What follows belongs to an exercise in optimizing a design on an open flow for a short achievable clock period and few clock cycles per item; a production flow would make more cautious choices. The RTL was checked by simulation tests, not by an equivalence proof against the original design. Power figures rest on the tool's default switching activity, not on a simulated workload.

===== config.mk =====
export PLATFORM = sky130hd
export DESIGN_NAME = rv_core_top
export DESIGN_NICKNAME = rv_core_top
export VERILOG_FILES = /design/flow/design.v
export SDC_FILE = /design/flow/constraint.sdc
export NUM_CORES = 4
export LEC_CHECK = 0
export CAP_MARGIN = 20
export CORE_MARGIN = 2
export CORE_UTILIZATION = 40
export SLEW_MARGIN = 20

===== constraint.sdc =====
create_clock -name core_clock -period 10.0 [get_ports {clk}]
set_input_delay 2.0000 -clock core_clock [delete_from_list [all_inputs] [get_ports {clk}]]
set_output_delay 2.0000 -clock core_clock [all_outputs]
set_load 0.01 [all_outputs]

===== design.v =====
package rv_pkg;
    typedef logic [31:0] word_t;      
    typedef logic [4:0]  reg_addr_t;
    typedef enum logic [6:0] {
        OP_REG    = 7'b0110011,
        OP_IMM    = 7'b0010011,
        OP_LOAD   = 7'b0000011,
        OP_STORE  = 7'b0100011,
        OP_BRANCH = 7'b1100011
    } opcode_e;
    typedef enum logic [2:0] {
        ALU_ADD,
        ALU_SUB,
        ALU_AND,
        ALU_OR,
        ALU_XOR,
        ALU_SLT
    } alu_op_e;
    typedef enum logic [1:0] {
        FWD_NONE,   
        FWD_MEM,    
        FWD_WB      
    } fwd_sel_e;
    localparam int OPCODE_LSB = 0;
    localparam int OPCODE_MSB = 6;
    localparam int RD_LSB     = 7;
    localparam int RD_MSB     = 11;
    localparam int FUNCT3_LSB = 12;
    localparam int FUNCT3_MSB = 14;
    localparam int RS1_LSB    = 15;
    localparam int RS1_MSB    = 19;
    localparam int RS2_LSB    = 20;
    localparam int RS2_MSB    = 24;
    localparam int FUNCT7_LSB = 25;
    localparam int FUNCT7_MSB = 31;
endpackage
`timescale 1ns/1ps
module reg_file (
    input  logic      clk,
    input  logic      rst,
    input  rv_pkg::reg_addr_t rs1_addr_i,
    input  rv_pkg::reg_addr_t rs2_addr_i,
    input  logic      we_i,
    input  rv_pkg::reg_addr_t rd_i,
    input  rv_pkg::word_t     rd_data_i,
    output rv_pkg::word_t     rs1_data_o,
    output rv_pkg::word_t     rs2_data_o
);
    rv_pkg::word_t regs [32];
    always_ff @(posedge clk) begin
        if (rst) begin
            for (int i = 0; i < 32; i++) begin
                regs[i] <= '0;
            end
        end else if (we_i && rd_i != '0) begin   
            regs[rd_i] <= rd_data_i;
        end
    end
    assign rs1_data_o = (rs1_addr_i == '0) ? '0 :
                        (we_i && rd_i == rs1_addr_i) ? rd_data_i : regs[rs1_addr_i];
    assign rs2_data_o = (rs2_addr_i == '0) ? '0 :
                        (we_i && rd_i == rs2_addr_i) ? rd_data_i : regs[rs2_addr_i];
endmodule
`timescale 1ns/1ps
module fetch_stage #(
    parameter int IMEM_DEPTH = 64
) (
    input  logic                          clk,
    input  logic                          rst,
    input  logic                          run_i,
    input  logic                          stall_i,
    input  logic                          flush_i,
    input  logic                          branch_taken_i,
    input  rv_pkg::word_t                         branch_target_i,
    input  logic                          imem_we_i,
    input  logic [$clog2(IMEM_DEPTH)-1:0] imem_addr_i,
    input  rv_pkg::word_t                         imem_wdata_i,
    output rv_pkg::word_t                         if_pc_o,
    output rv_pkg::word_t                         if_instr_o
);
    localparam int IA_W = $clog2(IMEM_DEPTH);
    rv_pkg::word_t imem [IMEM_DEPTH];
    rv_pkg::word_t pc_q;
    rv_pkg::word_t pc_next;
    rv_pkg::word_t fetch_word;
    always_ff @(posedge clk) begin
        if (imem_we_i) begin
            imem[imem_addr_i] <= imem_wdata_i;
        end
    end
    assign fetch_word = imem[pc_q[IA_W+1:2]];   
    always_comb begin
        if (branch_taken_i) begin
            pc_next = branch_target_i;   
        end else if (stall_i || !run_i) begin
            pc_next = pc_q;
        end else begin
            pc_next = pc_q + 32'd4;
        end
    end
    always_ff @(posedge clk) begin
        if (rst) begin
            pc_q       <= '0;
            if_pc_o    <= '0;
            if_instr_o <= '0;
        end else begin
            pc_q <= pc_next;
            if (flush_i) begin
                if_instr_o <= '0;   
            end else if (!stall_i) begin
                if_pc_o    <= pc_q;
                if_instr_o <= run_i ? fetch_word : '0;
            end
        end
    end
endmodule
`timescale 1ns/1ps
module decode_stage (
    input  logic      clk,
    input  logic      rst,
    input  rv_pkg::word_t     if_pc_i,
    input  rv_pkg::word_t     if_instr_i,
    input  logic      bubble_i,
    input  logic      wb_we_i,
    input  rv_pkg::reg_addr_t wb_rd_i,
    input  rv_pkg::word_t     wb_data_i,
    output rv_pkg::reg_addr_t id_rs1_addr_o,
    output rv_pkg::reg_addr_t id_rs2_addr_o,
    output rv_pkg::word_t     ex_pc_o,
    output rv_pkg::word_t     ex_rs1_data_o,
    output rv_pkg::word_t     ex_rs2_data_o,
    output rv_pkg::word_t     ex_imm_o,
    output rv_pkg::reg_addr_t ex_rs1_addr_o,
    output rv_pkg::reg_addr_t ex_rs2_addr_o,
    output rv_pkg::reg_addr_t ex_rd_o,
    output rv_pkg::alu_op_e   ex_alu_op_o,
    output logic      ex_use_imm_o,
    output logic      ex_mem_read_o,
    output logic      ex_mem_write_o,
    output logic      ex_reg_write_o,
    output logic      ex_branch_o,
    output logic      ex_branch_ne_o
);
    rv_pkg::opcode_e    opcode;
    logic [2:0] funct3;
    logic [6:0] funct7;
    rv_pkg::word_t      imm_i, imm_s, imm_b, imm;
    rv_pkg::word_t      rs1_data, rs2_data;
    rv_pkg::alu_op_e    alu_op;
    logic       use_imm, mem_read, mem_write, reg_write, branch, uses_rs2;
    assign opcode = rv_pkg::opcode_e'(if_instr_i[rv_pkg::OPCODE_MSB:rv_pkg::OPCODE_LSB]);
    assign funct3 = if_instr_i[rv_pkg::FUNCT3_MSB:rv_pkg::FUNCT3_LSB];
    assign funct7 = if_instr_i[rv_pkg::FUNCT7_MSB:rv_pkg::FUNCT7_LSB];
    assign imm_i = {{20{if_instr_i[31]}}, if_instr_i[31:20]};
    assign imm_s = {{20{if_instr_i[31]}}, if_instr_i[31:25], if_instr_i[11:7]};
    assign imm_b = {{19{if_instr_i[31]}}, if_instr_i[31], if_instr_i[7],
                    if_instr_i[30:25], if_instr_i[11:8], 1'b0};
    assign id_rs1_addr_o = if_instr_i[rv_pkg::RS1_MSB:rv_pkg::RS1_LSB];
    assign id_rs2_addr_o = uses_rs2 ? if_instr_i[rv_pkg::RS2_MSB:rv_pkg::RS2_LSB] : '0;
    reg_file u_reg_file (
        .clk        (clk),
        .rst        (rst),
        .rs1_addr_i (id_rs1_addr_o),
        .rs2_addr_i (id_rs2_addr_o),
        .we_i       (wb_we_i),
        .rd_i       (wb_rd_i),
        .rd_data_i  (wb_data_i),
        .rs1_data_o (rs1_data),
        .rs2_data_o (rs2_data)
    );
    always_comb begin
        alu_op    = rv_pkg::ALU_ADD;
        use_imm   = 1'b0;
        mem_read  = 1'b0;
        mem_write = 1'b0;
        reg_write = 1'b0;
        branch    = 1'b0;
        uses_rs2  = 1'b0;
        imm       = '0;
        case (opcode)
            rv_pkg::OP_REG: begin
                reg_write = 1'b1;
                uses_rs2  = 1'b1;
                case (funct3)
                    3'b000:  alu_op = funct7[5] ? rv_pkg::ALU_SUB : rv_pkg::ALU_ADD;
                    3'b010:  alu_op = rv_pkg::ALU_SLT;
                    3'b100:  alu_op = rv_pkg::ALU_XOR;
                    3'b110:  alu_op = rv_pkg::ALU_OR;
                    3'b111:  alu_op = rv_pkg::ALU_AND;
                    default: alu_op = rv_pkg::ALU_ADD;
                endcase
            end
            rv_pkg::OP_IMM: begin   
                reg_write = 1'b1;
                use_imm   = 1'b1;
                imm       = imm_i;
            end
            rv_pkg::OP_LOAD: begin
                reg_write = 1'b1;
                mem_read  = 1'b1;
                use_imm   = 1'b1;
                imm       = imm_i;
            end
            rv_pkg::OP_STORE: begin
                mem_write = 1'b1;
                use_imm   = 1'b1;
                uses_rs2  = 1'b1;
                imm       = imm_s;
            end
            rv_pkg::OP_BRANCH: begin
                branch   = 1'b1;
                uses_rs2 = 1'b1;
                imm      = imm_b;
            end
            default: ;   
        endcase
    end
    always_ff @(posedge clk) begin
        if (rst) begin
            ex_pc_o        <= '0;
            ex_rs1_data_o  <= '0;
            ex_rs2_data_o  <= '0;
            ex_imm_o       <= '0;
            ex_rs1_addr_o  <= '0;
            ex_rs2_addr_o  <= '0;
            ex_rd_o        <= '0;
            ex_alu_op_o    <= rv_pkg::ALU_ADD;
            ex_use_imm_o   <= 1'b0;
            ex_branch_ne_o <= 1'b0;
            ex_mem_read_o  <= 1'b0;
            ex_mem_write_o <= 1'b0;
            ex_reg_write_o <= 1'b0;
            ex_branch_o    <= 1'b0;
        end else begin
            ex_pc_o        <= if_pc_i;
            ex_rs1_data_o  <= rs1_data;
            ex_rs2_data_o  <= rs2_data;
            ex_imm_o       <= imm;
            ex_rs1_addr_o  <= id_rs1_addr_o;
            ex_rs2_addr_o  <= id_rs2_addr_o;
            ex_rd_o        <= if_instr_i[rv_pkg::RD_MSB:rv_pkg::RD_LSB];
            ex_alu_op_o    <= alu_op;
            ex_use_imm_o   <= use_imm;
            ex_branch_ne_o <= funct3[0];   
            ex_mem_read_o  <= mem_read  & ~bubble_i;
            ex_mem_write_o <= mem_write & ~bubble_i;
            ex_reg_write_o <= reg_write & ~bubble_i;
            ex_branch_o    <= branch    & ~bubble_i;
        end
    end
endmodule
`timescale 1ns/1ps
module execute_stage (
    input  logic      clk,
    input  logic      rst,
    input  rv_pkg::word_t     ex_pc_i,
    input  rv_pkg::word_t     ex_rs1_data_i,
    input  rv_pkg::word_t     ex_rs2_data_i,
    input  rv_pkg::word_t     ex_imm_i,
    input  rv_pkg::reg_addr_t ex_rd_i,
    input  rv_pkg::alu_op_e   ex_alu_op_i,
    input  logic      ex_use_imm_i,
    input  logic      ex_mem_read_i,
    input  logic      ex_mem_write_i,
    input  logic      ex_reg_write_i,
    input  logic      ex_branch_i,
    input  logic      ex_branch_ne_i,
    input  rv_pkg::fwd_sel_e  fwd_a_i,
    input  rv_pkg::fwd_sel_e  fwd_b_i,
    input  rv_pkg::word_t     wb_data_i,
    output logic      branch_taken_o,
    output rv_pkg::word_t     branch_target_o,
    output rv_pkg::word_t     mem_alu_o,
    output rv_pkg::word_t     mem_store_data_o,
    output rv_pkg::reg_addr_t mem_rd_o,
    output logic      mem_read_o,
    output logic      mem_write_o,
    output logic      mem_reg_write_o
);
    rv_pkg::word_t op_a;
    rv_pkg::word_t op_b_reg;   
    rv_pkg::word_t op_b;
    rv_pkg::word_t alu_res;
    always_comb begin
        case (fwd_a_i)
            rv_pkg::FWD_MEM: op_a = mem_alu_o;
            rv_pkg::FWD_WB:  op_a = wb_data_i;
            default: op_a = ex_rs1_data_i;
        endcase
        case (fwd_b_i)
            rv_pkg::FWD_MEM: op_b_reg = mem_alu_o;
            rv_pkg::FWD_WB:  op_b_reg = wb_data_i;
            default: op_b_reg = ex_rs2_data_i;
        endcase
    end
    assign op_b = ex_use_imm_i ? ex_imm_i : op_b_reg;
    always_comb begin
        case (ex_alu_op_i)
            rv_pkg::ALU_SUB: alu_res = op_a - op_b;
            rv_pkg::ALU_AND: alu_res = op_a & op_b;
            rv_pkg::ALU_OR:  alu_res = op_a | op_b;
            rv_pkg::ALU_XOR: alu_res = op_a ^ op_b;
            rv_pkg::ALU_SLT: alu_res = ($signed(op_a) < $signed(op_b)) ? 32'd1 : 32'd0;
            default: alu_res = op_a + op_b;
        endcase
    end
    assign branch_taken_o  = ex_branch_i & ((op_a == op_b_reg) ^ ex_branch_ne_i);
    assign branch_target_o = ex_pc_i + ex_imm_i;
    always_ff @(posedge clk) begin
        if (rst) begin
            mem_alu_o        <= '0;
            mem_store_data_o <= '0;
            mem_rd_o         <= '0;
            mem_read_o       <= 1'b0;
            mem_write_o      <= 1'b0;
            mem_reg_write_o  <= 1'b0;
        end else begin
            mem_alu_o        <= alu_res;
            mem_store_data_o <= op_b_reg;
            mem_rd_o         <= ex_rd_i;
            mem_read_o       <= ex_mem_read_i;
            mem_write_o      <= ex_mem_write_i;
            mem_reg_write_o  <= ex_reg_write_i;
        end
    end
endmodule
`timescale 1ns/1ps
module memory_stage #(
    parameter int DMEM_DEPTH = 64
) (
    input  logic      clk,
    input  logic      rst,
    input  rv_pkg::word_t     mem_alu_i,
    input  rv_pkg::word_t     mem_store_data_i,
    input  rv_pkg::reg_addr_t mem_rd_i,
    input  logic      mem_read_i,
    input  logic      mem_write_i,
    input  logic      mem_reg_write_i,
    output logic      wb_we_o,
    output rv_pkg::reg_addr_t wb_rd_o,
    output rv_pkg::word_t     wb_data_o
);
    localparam int DA_W = $clog2(DMEM_DEPTH);
    rv_pkg::word_t dmem [DMEM_DEPTH];
    rv_pkg::word_t load_data;
    rv_pkg::word_t wb_alu_q;
    rv_pkg::word_t wb_load_q;
    logic  wb_is_load_q;
    logic  wb_write_q;
    assign load_data = dmem[mem_alu_i[DA_W+1:2]];   
    always_ff @(posedge clk) begin
        if (mem_write_i) begin
            dmem[mem_alu_i[DA_W+1:2]] <= mem_store_data_i;
        end
    end
    always_ff @(posedge clk) begin
        if (rst) begin
            wb_alu_q     <= '0;
            wb_load_q    <= '0;
            wb_rd_o      <= '0;
            wb_is_load_q <= 1'b0;
            wb_write_q   <= 1'b0;
        end else begin
            wb_alu_q     <= mem_alu_i;
            wb_load_q    <= load_data;
            wb_rd_o      <= mem_rd_i;
            wb_is_load_q <= mem_read_i;
            wb_write_q   <= mem_reg_write_i;
        end
    end
    assign wb_data_o = wb_is_load_q ? wb_load_q : wb_alu_q;
    assign wb_we_o   = wb_write_q && (wb_rd_o != '0);   
endmodule
`timescale 1ns/1ps
module hazard_unit (
    input  rv_pkg::reg_addr_t id_rs1_addr_i,
    input  rv_pkg::reg_addr_t id_rs2_addr_i,
    input  rv_pkg::reg_addr_t ex_rs1_addr_i,
    input  rv_pkg::reg_addr_t ex_rs2_addr_i,
    input  rv_pkg::reg_addr_t ex_rd_i,
    input  logic      ex_mem_read_i,
    input  logic      branch_taken_i,
    input  rv_pkg::reg_addr_t mem_rd_i,
    input  rv_pkg::reg_addr_t wb_rd_i,
    input  logic      mem_reg_write_i,
    input  logic      wb_we_i,
    output logic      stall_o,
    output logic      flush_o,
    output rv_pkg::fwd_sel_e  fwd_a_o,
    output rv_pkg::fwd_sel_e  fwd_b_o
);
    assign stall_o = ex_mem_read_i && (ex_rd_i != '0) &&
                     (ex_rd_i == id_rs1_addr_i || ex_rd_i == id_rs2_addr_i);
    assign flush_o = branch_taken_i;
    always_comb begin
        fwd_a_o = rv_pkg::FWD_NONE;
        if (mem_reg_write_i && mem_rd_i != '0 && mem_rd_i == ex_rs1_addr_i) begin
            fwd_a_o = rv_pkg::FWD_MEM;
        end else if (wb_we_i && wb_rd_i != '0 && wb_rd_i == ex_rs1_addr_i) begin
            fwd_a_o = rv_pkg::FWD_WB;
        end
        fwd_b_o = rv_pkg::FWD_NONE;
        if (mem_reg_write_i && mem_rd_i != '0 && mem_rd_i == ex_rs2_addr_i) begin
            fwd_b_o = rv_pkg::FWD_MEM;
        end else if (wb_we_i && wb_rd_i != '0 && wb_rd_i == ex_rs2_addr_i) begin
            fwd_b_o = rv_pkg::FWD_WB;
        end
    end
endmodule
`timescale 1ns/1ps
module rv_core_top #(
    parameter int IMEM_DEPTH = 64,
    parameter int DMEM_DEPTH = 64
) (
    input  logic                          clk,
    input  logic                          rst,
    input  logic                          run_i,
    input  logic                          imem_we_i,
    input  logic [$clog2(IMEM_DEPTH)-1:0] imem_addr_i,
    input  rv_pkg::word_t                         imem_wdata_i,
    output logic                          wb_valid_o,
    output rv_pkg::reg_addr_t                     wb_rd_o,
    output rv_pkg::word_t                         wb_data_o
);
    rv_pkg::word_t     if_pc, if_instr;
    rv_pkg::reg_addr_t id_rs1_addr, id_rs2_addr;
    rv_pkg::word_t     ex_pc, ex_rs1_data, ex_rs2_data, ex_imm;
    rv_pkg::reg_addr_t ex_rs1_addr, ex_rs2_addr, ex_rd;
    rv_pkg::alu_op_e   ex_alu_op;
    logic      ex_use_imm, ex_mem_read, ex_mem_write, ex_reg_write;
    logic      ex_branch, ex_branch_ne;
    logic      branch_taken;
    rv_pkg::word_t     branch_target;
    rv_pkg::word_t     mem_alu, mem_store_data;
    rv_pkg::reg_addr_t mem_rd;
    logic      mem_read, mem_write, mem_reg_write;
    logic      wb_we;
    rv_pkg::reg_addr_t wb_rd;
    rv_pkg::word_t     wb_data;
    logic      stall, flush, id_bubble;
    rv_pkg::fwd_sel_e  fwd_a, fwd_b;
    assign id_bubble = stall | flush;
    assign wb_valid_o = wb_we;
    assign wb_rd_o    = wb_rd;
    assign wb_data_o  = wb_data;
    fetch_stage #(.IMEM_DEPTH(IMEM_DEPTH)) u_fetch (
        .clk             (clk),
        .rst             (rst),
        .run_i           (run_i),
        .stall_i         (stall),
        .flush_i         (flush),
        .branch_taken_i  (branch_taken),
        .branch_target_i (branch_target),
        .imem_we_i       (imem_we_i),
        .imem_addr_i     (imem_addr_i),
        .imem_wdata_i    (imem_wdata_i),
        .if_pc_o         (if_pc),
        .if_instr_o      (if_instr)
    );
    decode_stage u_decode (
        .clk            (clk),
        .rst            (rst),
        .if_pc_i        (if_pc),
        .if_instr_i     (if_instr),
        .bubble_i       (id_bubble),
        .wb_we_i        (wb_we),
        .wb_rd_i        (wb_rd),
        .wb_data_i      (wb_data),
        .id_rs1_addr_o  (id_rs1_addr),
        .id_rs2_addr_o  (id_rs2_addr),
        .ex_pc_o        (ex_pc),
        .ex_rs1_data_o  (ex_rs1_data),
        .ex_rs2_data_o  (ex_rs2_data),
        .ex_imm_o       (ex_imm),
        .ex_rs1_addr_o  (ex_rs1_addr),
        .ex_rs2_addr_o  (ex_rs2_addr),
        .ex_rd_o        (ex_rd),
        .ex_alu_op_o    (ex_alu_op),
        .ex_use_imm_o   (ex_use_imm),
        .ex_mem_read_o  (ex_mem_read),
        .ex_mem_write_o (ex_mem_write),
        .ex_reg_write_o (ex_reg_write),
        .ex_branch_o    (ex_branch),
        .ex_branch_ne_o (ex_branch_ne)
    );
    execute_stage u_execute (
        .clk              (clk),
        .rst              (rst),
        .ex_pc_i          (ex_pc),
        .ex_rs1_data_i    (ex_rs1_data),
        .ex_rs2_data_i    (ex_rs2_data),
        .ex_imm_i         (ex_imm),
        .ex_rd_i          (ex_rd),
        .ex_alu_op_i      (ex_alu_op),
        .ex_use_imm_i     (ex_use_imm),
        .ex_mem_read_i    (ex_mem_read),
        .ex_mem_write_i   (ex_mem_write),
        .ex_reg_write_i   (ex_reg_write),
        .ex_branch_i      (ex_branch),
        .ex_branch_ne_i   (ex_branch_ne),
        .fwd_a_i          (fwd_a),
        .fwd_b_i          (fwd_b),
        .wb_data_i        (wb_data),
        .branch_taken_o   (branch_taken),
        .branch_target_o  (branch_target),
        .mem_alu_o        (mem_alu),
        .mem_store_data_o (mem_store_data),
        .mem_rd_o         (mem_rd),
        .mem_read_o       (mem_read),
        .mem_write_o      (mem_write),
        .mem_reg_write_o  (mem_reg_write)
    );
    memory_stage #(.DMEM_DEPTH(DMEM_DEPTH)) u_memory (
        .clk              (clk),
        .rst              (rst),
        .mem_alu_i        (mem_alu),
        .mem_store_data_i (mem_store_data),
        .mem_rd_i         (mem_rd),
        .mem_read_i       (mem_read),
        .mem_write_i      (mem_write),
        .mem_reg_write_i  (mem_reg_write),
        .wb_we_o          (wb_we),
        .wb_rd_o          (wb_rd),
        .wb_data_o        (wb_data)
    );
    hazard_unit u_hazard (
        .id_rs1_addr_i   (id_rs1_addr),
        .id_rs2_addr_i   (id_rs2_addr),
        .ex_rs1_addr_i   (ex_rs1_addr),
        .ex_rs2_addr_i   (ex_rs2_addr),
        .ex_rd_i         (ex_rd),
        .ex_mem_read_i   (ex_mem_read),
        .branch_taken_i  (branch_taken),
        .mem_rd_i        (mem_rd),
        .wb_rd_i         (wb_rd),
        .mem_reg_write_i (mem_reg_write),
        .wb_we_i         (wb_we),
        .stall_o         (stall),
        .flush_o         (flush),
        .fwd_a_o         (fwd_a),
        .fwd_b_o         (fwd_b)
    );
endmodule

===== run.sh =====
#!/bin/bash
# synth_recipe.tcl (not shown) runs the flow's synth.tcl, then flattens the netlist and writes it again
# the make line also repeats each setting of config.mk as NAME=value (left out here)
make -C /OpenROAD-flow-scripts/flow DESIGN_CONFIG=/design/flow/config.mk WORK_HOME=/design/flow/orfs CLKGATE_MAP_FILE= SYNTH_SCRIPT=/design/flow/synth_recipe.tcl finish

==> PnR_summary.wiki <==
{| class="wikitable"
! Metric !! Value
|-
| Status || finished clean
|-
| Clock-pin slew reported for the worst setup and hold paths after clock tree synthesis || approximately 0.06 ns
|-
| Top-level I/O count || 80
|-
| Final sum of negative setup slack || 0 ns
|-
| Initial antenna violation count || 39
|-
| Cell seen most often among critical-path stages || nor3_1
|-
| Combinational family with the most area after synthesis || multiplexers
|-
| Number of H-tree branching levels || 6
|-
| Type of destination of the critical path || flop
|-
| Clk sink count || around 5400
|-
| Cell taking the most area after synthesis || edfxtp_1
|-
| Routed via count || 132600
|-
| Crit start category || flop
|-
| Required time at the endpoint of the critical path || 10.94 ns
|-
| Post-route DRC || 0
|-
| R2R cell count || 18
|-
| CTS Root Buffer Type || clkbuf_16
|-
| Most used cells in the layout excluding fill and tap cells || edfxtp_1 (5120), nor2_1 (1268), mux4_2 (919), nand2_1 (605), a22oi_1 (588)
|-
| Slew at the pin with the worst max-slew slack || about 1.3 ns
|-
| Share of final-layout standard cells stronger than drive strength 1 || 19.37%
|-
| Drt via density || 6.243
|-
| Share of async-settable or async-resettable flops after synthesis || 0%
|-
| Die height || roughly 750 um
|-
| Clock latency at the later pin of the worst-skew pair || 1.11 ns
|-
| Clock tree buffer depth || 4
|-
| Worst-case vdd ir drop || 0.0001937 V
|-
| Number of setup violations in the final report || 0
|-
| Maximum number of pins on one net before global-route repair || 149
|-
| Min-Delay Path Class || reg2reg
|-
| Final worst path period need || roughly 6.8 ns
|-
| Routability Congestion || 0.9355
|-
| Final Hold Vio Count || 0
|-
| Most frequent standard cell in the layout excluding fill and tap cells || edfxtp_1
|-
| Cell count after synthesis || 13450
|-
| Delay of the slowest critical-path stage || roughly 1 ns
|-
| Total buffers and inverters traversed by the critical path || 2
|-
| Detailed-route wire length || just over 700 mm
|-
| Number of port buffers || around 80
|-
| Final-report max-slew violation count || 0
|-
| Number of distinct library cells after synthesis || 87
|-
| Final #Nets || 13620
|-
| Critical path's slowest cell || mux2i_4
|-
| Clock tree from TritonCTS || yes
|-
| Maximum fanout along the worst path || 33
|-
| Cts hold-fix bufs || 0
|-
| Most common flop cell mapped by yosys || edfxtp_1
|-
| Routed len/inst || 33.15 um
|-
| Number of cell rows || 273
|-
| Post-synthesis share of cell area spent on full adders, half adders and majority gates || 0.6135%
|-
| Pre-antenna DRT Iters || 8
|-
| Power per unit of standard cell area || 193.0 nW/um2
|-
| Synthesized-area fraction occupied by ao, oa, aoi and oai cells || 8.082%
|-
| Setup slack at placement || 3.470 ns
|-
| Startpoint of the worst setup timing path || u_memory.wb_is_load_q$_SDFF_PP0_
|-
| Period Utilization, post-route || roughly 68%
|-
| Leak || 75.22 nW
|-
| Startpoint of the worst hold path || u_fetch.if_pc_o[5]$_SDFFE_PP0P_
|-
| Antenna-violating nets left || 0
|-
| Mapped Avg Cell Area || 16.50 um2
|-
| Area share of the leading cell type in the synthesized netlist || 69.29%
|-
| Logic depth of the worst path, buffers included || 18
|-
| Initial DRC count || 18980
|-
| Overall Power || 48.54 mW
|-
| Worst setup path category || reg2reg
|-
| RR Endpoint || u_execute.mem_alu_o[0]$_SDFF_PP0_
|-
| Delay-heaviest family, CP || compound AO/OA/AOI/OAI gates
|-
| Number of cells in the finished layout apart from fillers || ~21000
|-
| Start of the worst register-to-register path || u_memory.wb_is_load_q$_SDFF_PP0_
|-
| Max-cap violations || 0
|-
| Worst hold stages || 1
|-
| Post-detail-place hpwl || 386.0 mm
|-
| Synth top area cells || edfxtp_1 (69%), mux4_2 (9.3%), dfxtp_1 (2.8%)
|-
| Horizontal die dimension || around 750 um
|-
| Total placed cells including tap cells || 20180
|-
| Synthesis-to-layout area growth || 13.31%
|-
| RSZ-0062 raised after global routing || no
|-
| Highest clock rate || around 150 MHz
|-
| Register area share after synthesis || 72.05%
|-
| Final Hold Slack || 0.3802 ns
|-
| Global-route wire length before repair || 984.1 mm
|-
| Core ar. || 552700 um2
|-
| Post-Syn Area || about 220000 um2
|-
| Flip-flop and latch count after synthesis || 5426
|-
| Post-CTS setup buffer count || 0
|-
| Global-route congestion overflow total || 0
|-
| Crit path arrival time || 7.74 ns
|-
| Effective utilization at floorplan || 40.15%
|-
| Setup Skew || 0.1215 ns
|-
| Simple-Gate Fraction of Synth Area || 5.315%
|-
| Relative slew slack || 13.42%
|-
| CTS-repair resized insts || 0
|-
| Global Route Usage Sum || 24.32%
|-
| Post-synth EDFFs || 5120
|-
| Worst-case setup margin in the final layout || 3.205 ns
|-
| Multiplexer fraction of the synthesized cell area || 11.41%
|-
| Endpoint of the worst hold path || u_decode.ex_pc_o[5]$_SDFF_PP0_
|-
| Register-to-register path setup slack || between 3 and 4 ns
|-
| Via count of the first global-routing pass || around 130k
|-
| Floorplan die area || approximately 560000 um2
|-
| XOR/XNOR share of the synthesized area || 0.4421%
|-
| Number of buffers added by the clock tree synthesis step || 568
|-
| Critical path, cell by cell || buf_4 -> mux2i_4 -> inv_1 -> nor3_1 -> o31ai_1 -> o21a_1 -> ha_1 -> nor3b_1 -> nor3_1 -> nor2_1 -> o21ai_0 -> a21oi_1 -> o21ai_0 -> and3_1 -> o41ai_1 -> a21boi_0 -> nor3_1 -> o22ai_1
|-
| Synth Warn # || 6
|}
## where the power goes
group,internal (mW),switching [mW]
clock,11.4,9.03
sequential,24.9,0.188
combinational,1.13,1.88
## flip-flops by register name (all words and copies together) (netlist names), 8 cells and up, named ones only
name / count
u_fetch.imem: 2048
u_memory.dmem: 2048
u_decode.u_reg_file.regs: 1024
u_decode.ex_rs1_data_o: 32
u_decode.ex_rs2_data_o: 32
u_execute.mem_alu_o: 32
u_execute.mem_store_data_o: 32
u_fetch.if_instr_o: 32
u_memory.wb_alu_q: 32
u_memory.wb_load_q: 32
u_decode.ex_imm_o: 13
u_decode.ex_pc_o: 8
u_fetch.if_pc_o: 8
u_fetch.pc_q: 8
## per-stage QoR
| step | area (um2) | util (%) |
|---|---|---|
| floorplan | 222000 | - |
| global placement | 233000 | 42.16 |
| detailed placement | 233200 | 42.19 |
| CTS | 251000 | 45.41 |
| global route | 251400 | 45.48 |
| finish | 251400 | 45.49 |
## worst register-to-register path: stages (launching register included)
cell and delay (ns):
dfxtp_4 0.89, buf_4 0.61, mux2i_4 1.00, inv_1 0.27, nor3_1 0.21, o31ai_1 0.13
o21a_1 0.24, ha_1 0.43, nor3b_1 0.32, nor3_1 0.13, nor2_1 0.10, o21ai_0 0.10
a21oi_1 0.30, o21ai_0 0.18, and3_1 0.22, o41ai_1 0.89, a21boi_0 0.30, nor3_1 0.25
o22ai_1 0.09
## synthesized netlist by cell type (77+ instances only)
cell type and count:
a21oi_1 410, a221oi_1 259, a22o_1 161, a22oi_1 588
a31oi_1 313, buf_1 184, clkbuf_1 873, dfxtp_1 306
edfxtp_1 5120, ha_1 104, inv_1 135, mux2_2 197
mux2i_1 229, mux4_2 919, nand2_1 676, nand3_1 78
nand4_1 90, nor2_1 1398, nor2b_1 94, nor3_1 163
nor4_1 77, o21ai_0 150, o221ai_1 149, xnor2_1 82
## how the worst max path moves through the flow
| stage | endpoint | slack, ns |
|---|---|---|
| after floorplan | u_fetch.imem[16][0]$_DFFE_PP_ | 4.69 |
| after global placement | u_execute.mem_alu_o[26]$_SDFF_PP0_ | 3.44 |
| after detailed placement | u_execute.mem_alu_o[0]$_SDFF_PP0_ | 3.47 |
| after CTS | wb_data_o[19] | 3.26 |
| after global routing | u_execute.mem_alu_o[28]$_SDFF_PP0_ | 2.97 |
| final | u_execute.mem_alu_o[0]$_SDFF_PP0_ | 3.20 |
## layout make-up
| class | instances | area [um2] |
|---|---|---|
| diodes | 22 | 55.05 |
| fillers | 47190 | 301200 |
| well taps | 7287 | 9117 |
| multi-input cells | 6835 | 59360 |
| repair buffers | 507 | 4569 |
| clock buffers | 745 | 15220 |
| clock inverters | 281 | 2584 |
| inverters | 137 | 515.5 |
| flip-flops and latches | 5426 | 160000 |
## per-layer routing
layer	global-route usage [%]	wire length, um	vias up
met2	37.20	318200	8020
met4	10.02	32950	18
met1	34.11	279500	69110
li1	-	-	53960
met5	0	115	-
met3	4.959	73480	1492
## cells by family (layout without fill, tap and decap cells)
kind of cell	after synthesis	in the layout
XOR/XNOR	112	112
flip-flops	5426	5426
other	1	54
AND/OR/NAND/NOR	2750	2750
AO/OA/AOI/OAI	2480	2480
buffers and inverters	1218	1670
multiplexers	1354	1354
adder cells (fa/ha/maj)	107	107
Testbench counts, summed over its fixed seeds: cycles 17,843, instrs 14,019.

separate check: timing with driven ports:
The flow's constraints put no driver on any port. The routed layout listed below was extracted and timed again, unchanged, in two steps. Step 1: set_driving_cell puts a clkbuf_16 on clk and a buf_2 on each other input, an assumption about the parent block. Step 2 moves the port delays by t, midway between the first and last clock arrival at a register: inputs arrive t later, outputs are due t later. That takes back most of the time a late clock gives input paths. Slacks: no drivers / after step 1 / after step 2; pairs: no drivers / after step 1.
t (ns): 1.158
slack for setup (ns): 3.205 / 3.205 / 3.205
clock arrival spread, ns: 0.158 / 0.158
worst slew at a driven data input, ns: 0.21
After both steps this run still meets setup and hold. The setup slack of this run moves by 0.000 ns with the drivers and by 0.000 ns with both steps.
